Background: an optimization exercise with open tools, aiming at small area, a short achievable clock period and few clock cycles. Do not read the settings as production practice. Function was checked by simulation only, so behaviour that the tests miss may differ from the original. Power is estimated from default activity; no workload was simulated.

== job 103 ==
Design iterated_three_point_smoothing_unit, start of the top module:
module iterated_three_point_smoothing_unit #(
   parameter int MAX_LEN = itps_pkg::MAX_LEN_DEFAULT
) (
   input  logic                          clock,
   input  logic                          reset,
   input  logic                          req_valid,
   output logic                          req_stall,
   input  logic [itps_pkg::SAMPLE_W-1:0] req_sample,
   input  logic                          req_last_in,
   output logic                          rsp_valid,
   input  logic                          rsp_stall,
   output logic [itps_pkg::SAMPLE_W-1:0] rsp_value,
   output logic [itps_pkg::RSUM_W-1:0]   rsp_running_sum,
   output logic                          rsp_overflow,
   output logic                          rsp_last_out,
   input  logic                          csr_we,
   input  logic [itps_pkg::SWEEP_W-1:0]  csr_wdata
);
Size in the first run: ~14000 cells after synthesis, about 2900 flip-flops.
==> flow/config.mk <==
export PLATFORM = sky130hd
export DESIGN_NAME = iterated_three_point_smoothing_unit
export DESIGN_NICKNAME = iterated_three_point_smoothing_unit
export VERILOG_FILES = /design/flow/design.v
export SDC_FILE = /design/flow/constraint.sdc
export NUM_CORES = 4
export LEC_CHECK = 0
export ABC_AREA = 1
export CAP_MARGIN = 20
export CORE_MARGIN = 2
export CORE_UTILIZATION = 40
export CTS_CLUSTER_DIAMETER = 80
export CTS_CLUSTER_SIZE = 25
export PLACE_DENSITY = 0.6
export SLEW_MARGIN = 20
==> flow/constraint.sdc <==
create_clock -name core_clock -period 11.0 [get_ports {clock}]
set_input_delay 2.2000 -clock core_clock [delete_from_list [all_inputs] [get_ports {clock}]]
set_output_delay 2.2000 -clock core_clock [all_outputs]
set_load 0.01 [all_outputs]
standard.sh (not shown) runs the stock make flow with config.mk's settings and CLKGATE_MAP_FILE= SYNTH_SCRIPT=/design/flow/synth_recipe.tcl, a recipe that flattens the netlist after the stock synthesis.
==> flow/flow/run.sh <==
#!/bin/bash
# Standard layout, with timing repair after clock-tree synthesis and global routing
# aimed below the clock period (the constraints themselves are unchanged).
set -euo pipefail
bash standard.sh SETUP_SLACK_MARGIN=7.4 finish > flow_orfs.log 2>&1
Testbench counts of job 103, summed over its fixed seeds: cycles 5,867.
Relative to job 103, the following input files were edited for job 104:
--- a/flow/design.v
+++ b/flow/design.v
@@ -84,40 +84,41 @@
    logic [SWEEP_W-1:0] rem;           
    logic [1:0]         lapmode;       
    logic [LPW-1:0]     tpos;          
    logic [RSUM_W-1:0]  rs_ff;
    logic               stall_ff;
    logic                r_v;
    logic [TW-1:0]       r_tag;
    logic [SAMPLE_W-1:0] r_d;
-   logic                o_v, k_v;
-   logic [SAMPLE_W-1:0] o_val, k_val;
-   logic [RSUM_W-1:0]   o_sum, k_sum;
-   logic                o_ovf, k_ovf;
-   logic                o_last, k_last;
-   logic cur_done, done, emit, lap_start;
+   logic                o_v;
+   logic [SAMPLE_W-1:0] o_val;
+   logic [RSUM_W-1:0]   o_sum;
+   logic                o_ovf;
+   logic                o_last;
+   logic cur_done, done, emit, lap_start, o_load, complete_evt;
    logic [1:0] new_lap, r_mode_in;
    logic [RSUM_W-1:0] rs_out;
-   assign cur_done  = (cur_vid != load_vid);
+   assign cur_done  = (cur_vid != load_vid) || complete_evt;
    assign done      = tmode[1];
-   assign emit      = tv && done && (tvid == cur_vid) && (tidx == e_cnt) && cur_done && !k_v;
+   assign o_load    = !o_v || !rsp_stall;
+   assign emit      = tv && done && (tvid == cur_vid) && (tidx == e_cnt) && cur_done && o_load;
    assign lap_start = tv && !done && (tidx == '0);
    always_comb begin
       if (load_vid == tvid)            new_lap = MODE_HOLD;       
       else if (rem > SWEEP_W'(NENG))   new_lap = MODE_FULL;
       else                             new_lap = MODE_PARTIAL;
    end
    always_comb begin
       if (done)           r_mode_in = MODE_DONE;
       else if (lap_start) r_mode_in = new_lap;
       else                r_mode_in = lapmode;
    end
    assign rs_out = rs_ff + RSUM_W'(td);
-   logic accept, drop, store, complete_evt;
+   logic accept, drop, store;
    logic [6:0] count_in;
    logic [VID_W-1:0] load_vid_in, cur_vid_in;
    logic [LPW-1:0] tpos_in;
    logic r_v_in;
    assign accept       = req_valid && !stall_ff;
    assign drop         = (count == 7'd64);
    assign store        = accept && !drop;
    assign complete_evt = accept && req_last_in;
@@ -201,47 +202,29 @@
          e_mode <= loop_mode ? MODE_HOLD : MODE_PARTIAL;
          e_idx  <= count[IDX_W-1:0];
          e_vid  <= load_vid;
       end else begin
          e_d <= r_d;
          {e_last, e_mode, e_idx, e_vid} <= r_tag;
       end
    end
-   logic o_load, e_ovf;
-   assign o_load = !o_v || !rsp_stall;
-   assign e_ovf  = ovf_tab[cur_vid];
+   logic e_ovf;
+   assign e_ovf = (cur_vid == load_vid) ? (cur_ovf || drop) : ovf_tab[cur_vid];
    always_ff @(posedge clock) begin
       if (reset) begin
          o_v <= 1'b0;
-         k_v <= 1'b0;
       end else if (o_load) begin
-         o_v <= k_v || emit;
-         k_v <= k_v && emit;
-      end else begin
-         k_v <= k_v || emit;
-      end
-      if (o_load) begin
-         if (k_v) begin
-            o_val  <= k_val;
-            o_sum  <= k_sum;
-            o_ovf  <= k_ovf;
-            o_last <= k_last;
-         end else begin
-            o_val  <= td;
-            o_sum  <= rs_out;
-            o_ovf  <= e_ovf;
-            o_last <= tlast;
-         end
+         o_v <= emit;
       end
-      if (emit && (k_v || !o_load)) begin
-         k_val  <= td;
-         k_sum  <= rs_out;
-         k_ovf  <= e_ovf;
-         k_last <= tlast;
+      if (emit) begin
+         o_val  <= td;
+         o_sum  <= rs_out;
+         o_ovf  <= e_ovf;
+         o_last <= tlast;
       end
    end
    assign req_stall       = stall_ff;
    assign m               = m_ff;
    assign rsp_valid       = o_v;
    assign rsp_value       = o_val;
    assign rsp_running_sum = o_sum;
    assign rsp_overflow    = o_ovf;
@@ -393,17 +376,17 @@
    output logic [itps_pkg::SAMPLE_W-1:0] rsp_value,
    output logic [itps_pkg::RSUM_W-1:0]   rsp_running_sum,
    output logic                          rsp_overflow,
    output logic                          rsp_last_out,
    input  logic                          csr_we,
    input  logic [itps_pkg::SWEEP_W-1:0]  csr_wdata
 );
    localparam int NSTG = 4;
-   localparam int NDLY = 3;
+   localparam int NDLY = 2;
    logic [3:0]          m;
    logic                c_v    [NENG+1];
    logic                c_last [NENG+1];
    logic [1:0]          c_mode [NENG+1];
    logic [IDX_W-1:0]    c_idx  [NENG+1];
    logic [VID_W-1:0]    c_vid  [NENG+1];
    logic [SAMPLE_W-1:0] c_d    [NENG+1];
    itps_ctrl #(
--- outcome ---
Power, job 104 and job 103: lower on job 103. Going from job 103 to job 104, layout-stage area growth over the synthesis result about even, hold slack about even, global routing met2 resource utilization rose 0.43 points, sequential share of layout area fell 0.45 points. Compared with job 103, job 104 shows a lower clock-buffer cell count. Synthesized cell count: higher on job 103. From job 104 to job 103, port buffer count did not move at all. Of the two values seen for launch point of the worst path, req_valid was produced by job 104 and u_ctrl.o_val[19]$_DFFE_PN_ by job 103.
Testbench counts of job 104, summed over its fixed seeds: cycles 5,843.

[afterwards: timing with drivers on the ports]
How much do the figures lean on ideal ports? The routed layouts below were timed once more, with nothing changed but the port constraints. Step 1, drivers: a clkbuf_16 drives clock and a buf_2 each remaining input, both assumed. Step 2 times the ports against the registers' clock, not the clock port: input delays grow and output delays shrink by t, the midpoint of the rising clock arrivals with the driver on. a / b / c = ideal / step 1 / step 2; a / b = the first two.
| run | shift t [ns] | setup slack, ns | worst setup path after step 2 |
|---|---|---|---|
| job 103 | 0.961 | 7.377 / 7.276 / 6.689 | input to register |
| job 104 | 0.950 | 7.279 / 7.251 / 6.382 | input to register |
After both steps every run listed still meets setup and hold. For job 104, which loses most, drivers alone change the setup slack by -0.028 ns; drivers and shift together by -0.897 ns.
